From an optimization exercise on the open Yosys and OpenROAD flow, aimed at small area; shortcuts taken in it are not production practice. In this exercise RTL edits were held to simulation tests only and were not proved equivalent to the original. No activity file was given, so power comes from the tool's default toggle rates.

## config.mk

```make
export PLATFORM = sky130hd
export DESIGN_NAME = phy_ready_table
export DESIGN_NICKNAME = phy_ready_table
export VERILOG_FILES = /design/flow/design.v
export SDC_FILE = /design/flow/constraint.sdc
export NUM_CORES = 4
export LEC_CHECK = 0
export CAP_MARGIN = 20
export CORE_MARGIN = 2
export CORE_UTILIZATION = 40
export SETUP_SLACK_MARGIN = 0.3
export SLEW_MARGIN = 20
```

## constraint.sdc

```tcl
create_clock -name core_clock -period 13.0 [get_ports {clk}]
set_input_delay 2.6000 -clock core_clock [delete_from_list [all_inputs] [get_ports {clk}]]
set_output_delay 2.6000 -clock core_clock [all_outputs]
set_load 0.01 [all_outputs]
```

## design.v

```verilog
module phy_ready_table #(
   parameter int unsigned PHY_REG_NUM          = 64,
   parameter int unsigned FEEDBACK_CHANNEL_NUM = 8,
   parameter int unsigned ALLOC_PORT_NUM       = 4,
   parameter int unsigned QUERY_PORT_NUM       = 8,
   parameter int unsigned VALUE_W              = 32,
   parameter int unsigned PHY_ID_W             = $clog2(PHY_REG_NUM),
   parameter int unsigned CNT_W                = $clog2(PHY_REG_NUM + 1),
   parameter int unsigned FB_W                 = 1 + PHY_ID_W + VALUE_W
) (
   input  logic                                          clk,
   input  logic                                          rst,
   input  logic [FEEDBACK_CHANNEL_NUM-1:0][FB_W-1:0]     execute_feedback_pack,
   input  logic [ALLOC_PORT_NUM-1:0]                     alloc_valid,
   input  logic [ALLOC_PORT_NUM-1:0][PHY_ID_W-1:0]       alloc_phy_id,
   input  logic                                          flush,
   input  logic [QUERY_PORT_NUM-1:0][PHY_ID_W-1:0]       query_phy_id,
   output logic [QUERY_PORT_NUM-1:0]                     query_ready,
   output logic [CNT_W-1:0]                              busy_count,
   output logic                                          protocol_error
);
   logic [FEEDBACK_CHANNEL_NUM-1:0]               fb_enable;
   logic [FEEDBACK_CHANNEL_NUM-1:0][PHY_ID_W-1:0] fb_phy_id;
   logic [FEEDBACK_CHANNEL_NUM-1:0][VALUE_W-1:0]  fb_value;
   logic [PHY_REG_NUM-1:0] ready_q, ready_d;
   logic [PHY_REG_NUM-1:0] fb_set;
   logic [PHY_REG_NUM-1:0] alloc_clr;
   logic [CNT_W-1:0]       busy_count_q, busy_count_d;
   logic                   protocol_error_q, protocol_error_d;
   logic                   fb_err;
   logic                   dup_err;
   logic                   unused_fb_value;
   always_comb begin
      for (int c = 0; c < FEEDBACK_CHANNEL_NUM; c++) begin
         fb_enable[c] = execute_feedback_pack[c][FB_W-1];
         fb_phy_id[c] = execute_feedback_pack[c][VALUE_W +: PHY_ID_W];
         fb_value[c]  = execute_feedback_pack[c][VALUE_W-1:0];
      end
   end
   always_comb begin
      unused_fb_value = 1'b0;
      for (int c = 0; c < FEEDBACK_CHANNEL_NUM; c++) begin
         unused_fb_value = unused_fb_value ^ (^fb_value[c]);
      end
   end
   always_comb begin
      fb_set = '0;
      for (int c = 0; c < FEEDBACK_CHANNEL_NUM; c++) begin
         if (fb_enable[c]) begin
            fb_set[fb_phy_id[c]] = 1'b1;
         end
      end
   end
   always_comb begin
      alloc_clr = '0;
      for (int p = 0; p < ALLOC_PORT_NUM; p++) begin
         if (alloc_valid[p]) begin
            alloc_clr[alloc_phy_id[p]] = 1'b1;
         end
      end
      alloc_clr[0] = 1'b0;
   end
   always_comb begin
      if (flush) begin
         ready_d = '1;
      end else begin
         ready_d = (ready_q | fb_set) & ~alloc_clr;
      end
      ready_d[0] = 1'b1;
   end
   always_comb begin
      busy_count_d = '0;
      for (int i = 0; i < PHY_REG_NUM; i++) begin
         busy_count_d = busy_count_d + CNT_W'(~ready_d[i]);
      end
   end
   always_comb begin
      fb_err = 1'b0;
      for (int c = 0; c < FEEDBACK_CHANNEL_NUM; c++) begin
         if (fb_enable[c] && (fb_phy_id[c] != '0) && ready_q[fb_phy_id[c]] &&
             !alloc_clr[fb_phy_id[c]]) begin
            fb_err = 1'b1;
         end
      end
   end
   always_comb begin
      dup_err = 1'b0;
      for (int i = 0; i < ALLOC_PORT_NUM; i++) begin
         for (int j = i + 1; j < ALLOC_PORT_NUM; j++) begin
            if (alloc_valid[i] && alloc_valid[j] && (alloc_phy_id[i] == alloc_phy_id[j]) &&
                (alloc_phy_id[i] != '0)) begin
               dup_err = 1'b1;
            end
         end
      end
   end
   assign protocol_error_d = protocol_error_q | fb_err | dup_err;
   always_ff @(posedge clk) begin
      if (!rst) begin
         ready_q          <= '1;
         busy_count_q     <= '0;
         protocol_error_q <= 1'b0;
      end else begin
         ready_q          <= ready_d;
         busy_count_q     <= busy_count_d;
         protocol_error_q <= protocol_error_d;
      end
   end
   always_comb begin
      query_ready = '0;
      for (int q = 0; q < QUERY_PORT_NUM; q++) begin
         query_ready[q] = ready_q[query_phy_id[q]] | fb_set[query_phy_id[q]];
      end
   end
   assign busy_count     = busy_count_q;
   assign protocol_error = protocol_error_q;
endmodule
```

## run.sh

```bash
#!/bin/bash
# synth_recipe.tcl (not shown) runs the flow's synth.tcl, then flattens the netlist and writes it again
# the make line also repeats each setting of config.mk as NAME=value (left out here)
make -C /OpenROAD-flow-scripts/flow DESIGN_CONFIG=/design/flow/config.mk WORK_HOME=/design/flow/orfs CLKGATE_MAP_FILE= SYNTH_SCRIPT=/design/flow/synth_recipe.tcl finish
```

==> out/summary.json <==
{
  "yosys": {
    "ys_seq_elements": 71,
    "syn_avg_cell_area_sq_um": 8.52,
    "synth.net_count": 3966,
    "synthesis.yosys.warnings": 1,
    "synthCells": 3459,
    "synth_edf_count": 0,
    "synth_top_area_share": 0.310,
    "post_synth_instance_area_sq_um": 29500,
    "post_synth_main_area_contributors": "sky130_fd_sc_hd__mux4_2 (31%), sky130_fd_sc_hd__dfxtp_1 (4.8%), sky130_fd_sc_hd__o22ai_1 (3.9%), sky130_fd_sc_hd__fa_1 (3.6%), sky130_fd_sc_hd__nand2_1 (3.6%)",
    "yosys.area.top_type": "sky130_fd_sc_hd__mux4_2",
    "synth-seq-area-share": 0.0482,
    "synthDistinctLibCells": 116,
    "top_ff_cell_synth": "sky130_fd_sc_hd__dfxtp_1",
    "async_reset_ff_frac": 0
  },
  "global_routing": {
    "number_of_global_route_vias_before_repair": 33600,
    "global_route.overflow_total": 0,
    "first_pass_grt_wire_length_mm": 270,
    "grt_antenna_before_repair": 32,
    "grt_usage": 0.506,
    "grt_start_max_net_pins": 72
  },
  "job": {
    "drv.max_cap_violation_count": 0
  },
  "placed_design": {
    "placement.io_buffers": 150,
    "dp_hpwl_mm": 146,
    "dp_cells": 4489,
    "post_dp_cell_area_sq_um": 33000,
    "globalplace.congestion": 1.15
  },
  "worst_setup_path": {
    "reg2regPathDepth": 22,
    "crit_path_frequent_cell": "sky130_fd_sc_hd__fa_1",
    "r2r_end": "busy_count_q[6]",
    "worst_path_max_delay_cell": "sky130_fd_sc_hd__nand4_1",
    "critical-path-max-stage-delay_ns": 1.04,
    "crit_required_ns": 13.23,
    "critPathBufInv": 4,
    "timing.critical_path.fanout_max": 12,
    "startpoint_type": "primary input",
    "cp_data_arrival_time_ns": 12.65,
    "criticalPathCategory": "in -> reg",
    "timing.critical_path.to_type": "flop",
    "rr_startpoint": "ready_q[22]",
    "cp_delay_by_family_top": "adder cells",
    "rrSetupSlack_ns": 5.32
  },
  "clocking": {
    "cts_buffer_depth": 2,
    "clock_latency_ns": 0.34,
    "cts_tree": "yes",
    "htree_num_levels": 3,
    "numClockSinks": 71,
    "clock_slew_at_reported_path_ffs_ns": 0.06,
    "numCtsBuffers": 9,
    "clk_root_buffer_cell": "sky130_fd_sc_hd__clkbuf_16"
  },
  "layout": {
    "cell_area_after_layout_sq_um": 33400,
    "syn_to_final_growth_pct": 13.4,
    "num-fill-cells": 7256,
    "mostFrequentLayoutCell": "sky130_fd_sc_hd__mux4_2",
    "number_of_nets_in_the_layout": 4051,
    "final_cell_mix": "sky130_fd_sc_hd__mux4_2 (406), sky130_fd_sc_hd__buf_4 (300), sky130_fd_sc_hd__nand2_1 (280), sky130_fd_sc_hd__nor2_1 (257), sky130_fd_sc_hd__o22ai_1 (185)",
    "share_of_final_layout_standard_cells_stronger_than_drive_strength_1": 0.248,
    "instances_no_fill": 4525
  },
  "power": {
    "power.ir.vdd_worst_uv": 69.8,
    "leakage_nw": 10.8,
    "power_density_nw_per_um2": 45.4
  },
  "floorplanning": {
    "die_area_sq_um": 75900,
    "initial_utilization": 0.404,
    "fp.dieH_um": 275,
    "core-area_sq_um": 73000,
    "io_pins": 407,
    "rows": 99,
    "die_width_um": 275
  },
  "routing": {
    "detailedRoute.firstPassIterationCount": 9,
    "drc_errors": 0,
    "wl_per_cell_um": 43.1,
    "vias_per_cell": 8.16,
    "drt.antenna.violating_nets": 0,
    "wl_mm": 195,
    "route.vias.total": 36900,
    "drtIter0Drc": 6715
  },
  "run_status": {
    "outcome": "complete, no violations"
  },
  "min_path": {
    "worst_hold_startpoint": "ready_q[43]",
    "min_delay_worst_endpoint": "ready_q[43]",
    "hold_class": "reg -> reg",
    "hold_depth": 3
  },
  "sta": {
    "layout_min_cycle_time_ns": 12.42,
    "grt_setup_unrepaired": "false",
    "fin_tns_setup_ns": 0,
    "final_count_of_negative_setup_slack_endpoints": 0,
    "period_share": 0.956,
    "number_of_hold_slack_violations_in_the_final_timing_report": 0,
    "fmax_mhz": 80.5,
    "finalMaxSlewViolations": 0,
    "timing.clock.skew_ns": 0.00802,
    "worst_pin_slew_ns": 1.35,
    "relSlewSlack": 0.0991
  }
}
synth_stat cells (19+ instances only):
library cell                count
sky130_fd_sc_hd__a2111oi_0     23
sky130_fd_sc_hd__a211o_1       24
sky130_fd_sc_hd__a211oi_1      49
sky130_fd_sc_hd__a21oi_1       99
sky130_fd_sc_hd__a221oi_1      19
sky130_fd_sc_hd__a31oi_1       19
sky130_fd_sc_hd__and2_1        29
sky130_fd_sc_hd__and3_1        31
sky130_fd_sc_hd__buf_1         47
sky130_fd_sc_hd__buf_2         54
sky130_fd_sc_hd__clkbuf_1     267
sky130_fd_sc_hd__dfxtp_1       71
sky130_fd_sc_hd__fa_1          53
sky130_fd_sc_hd__ha_1          63
sky130_fd_sc_hd__inv_1        139
sky130_fd_sc_hd__mux2i_1       54
sky130_fd_sc_hd__mux4_2       406
sky130_fd_sc_hd__nand2_1      280
sky130_fd_sc_hd__nand2b_1      43
sky130_fd_sc_hd__nand3_1       84
sky130_fd_sc_hd__nand3b_1      22
sky130_fd_sc_hd__nand4_1       40
sky130_fd_sc_hd__nor2_1       259
sky130_fd_sc_hd__nor2b_1       40
sky130_fd_sc_hd__nor3_1       152
sky130_fd_sc_hd__nor4_1        48
sky130_fd_sc_hd__o2111ai_1     22
sky130_fd_sc_hd__o211ai_1      32
sky130_fd_sc_hd__o21a_1        20
sky130_fd_sc_hd__o21ai_0      109
sky130_fd_sc_hd__o22a_1        45
sky130_fd_sc_hd__o22ai_1      185
sky130_fd_sc_hd__o31ai_1       28
sky130_fd_sc_hd__o32ai_1       43
sky130_fd_sc_hd__or2_2         27
sky130_fd_sc_hd__or3_1         49
sky130_fd_sc_hd__or4_1         32
sky130_fd_sc_hd__xnor2_1       37
sky130_fd_sc_hd__xor2_1        21
logic make-up (layout without fill, tap and decap cells):
group / Yosys count / in the layout / synth area share
adders and majority gates: 116 / 116 / 0.0627
and+or+nand+nor: 1250 / 1250 / 0.224
buffers and inverters: 528 / 618 / 0.0720
xor gates and xnor gates: 58 / 58 / 0.0172
AOI/OAI and AO/OA: 963 / 963 / 0.242
DFF: 71 / 71 / 0.0482
other: 0 / 17 / 0
muxes: 473 / 473 / 0.334
final cells by class:
cell class / instances / area, sq um / share of cell area
inverter: 147 / 552 / 0.0165
tap: 959 / 1200 / 0.0359
sequential: 71 / 1420 / 0.0425
timing repair buffer: 455 / 3710 / 0.111
clock buffer: 9 / 225 / 0.00674
clock inverter: 7 / 121 / 0.00363
multi-input combinational: 2860 / 26100 / 0.782
antenna: 17 / 42.5 / 0.00127
per-layer routing:
metal,up-vias,global-route usage,share of wire
met1,17700,0.599,0.33
li1,14100,-,-
met4,36,0.398,0.11
met2,3946,0.683,0.39
met5,-,0.0401,0.0032
met3,1169,0.256,0.17
sequential cells by signal, summed over array words and instances, names as in the netlist:
| name | flops |
|---|---|
| protocol_error_q | 1 |
| ready_q | 63 |
| busy_count_q | 7 |
through the flow:
stage                util  setup WS [ns]  power [mW]  hold WS [ns]
global placement    0.451          0.171        1.17         0.852
global route        0.457          0.311        1.55         0.922
detailed placement  0.452          0.547        1.16         0.849
floorplan               -           1.12       0.779         0.750
finish              0.458          0.576        1.52         0.891
CTS                 0.456          0.875        1.45         0.860
how the worst max path moves through the flow:
stage	startpoint	endpoint	depth (start not counted)
6_report	execute_feedback_pack[76]	busy_count_q[6]	26
5_1_grt	execute_feedback_pack[266]	busy_count_q[6]	30
4_1_cts	execute_feedback_pack[113]	busy_count_q[6]	29
3_5_place_dp	execute_feedback_pack[112]	busy_count_q[6]	29
3_3_place_gp	execute_feedback_pack[112]	busy_count_q[6]	29
2_1_floorplan	execute_feedback_pack[150]	busy_count_q[6]	35
timing repair:
item                       CTS  global route
buffers inserted             0             0
hold buffers                 0             0
gates resized for setup      0             2
setup endpoints to repair    0             3
tightest hold or removal path: stages (launching register included):
cell                      delay (ns)
sky130_fd_sc_hd__dfxtp_1        0.30
sky130_fd_sc_hd__buf_4          0.24
sky130_fd_sc_hd__o21ai_0        0.20
sky130_fd_sc_hd__nand3_1        0.12
report_power, final:
group | switching, mW | internal, mW | total [mW]
Clock | 0.101 | 0.188 | 0.289
Combinational | 0.652 | 0.341 | 0.993
Sequential | 0.0117 | 0.223 | 0.235
Total | 0.765 | 0.752 | 1.52

[afterwards: timing with drivers on the ports]
Ports are ideal in the flow. The routed layout listed here was re-timed in OpenROAD.
Step 1 sets driving cells, clkbuf_16 on the clock port and buf_2 on the other inputs (assumed; they add their load-dependent delay and slew).
Step 2, shift: input delay + t, output delay - t, t = (earliest + latest rising clock arrival at the registers) / 2. This alone moves slack from input paths to output paths.
a / b / c = ideal ports / drivers / drivers and shift; a / b = the first two.
t (ns): 0.370
setup slack, ns: 0.576 / 0.589 / 0.218
worst setup path at the end: input to register
worst slew at a driven data input, ns: 0.10
After both steps this run still meets setup and hold. For this run, drivers alone change the setup slack by +0.013 ns; drivers and shift together by -0.358 ns.
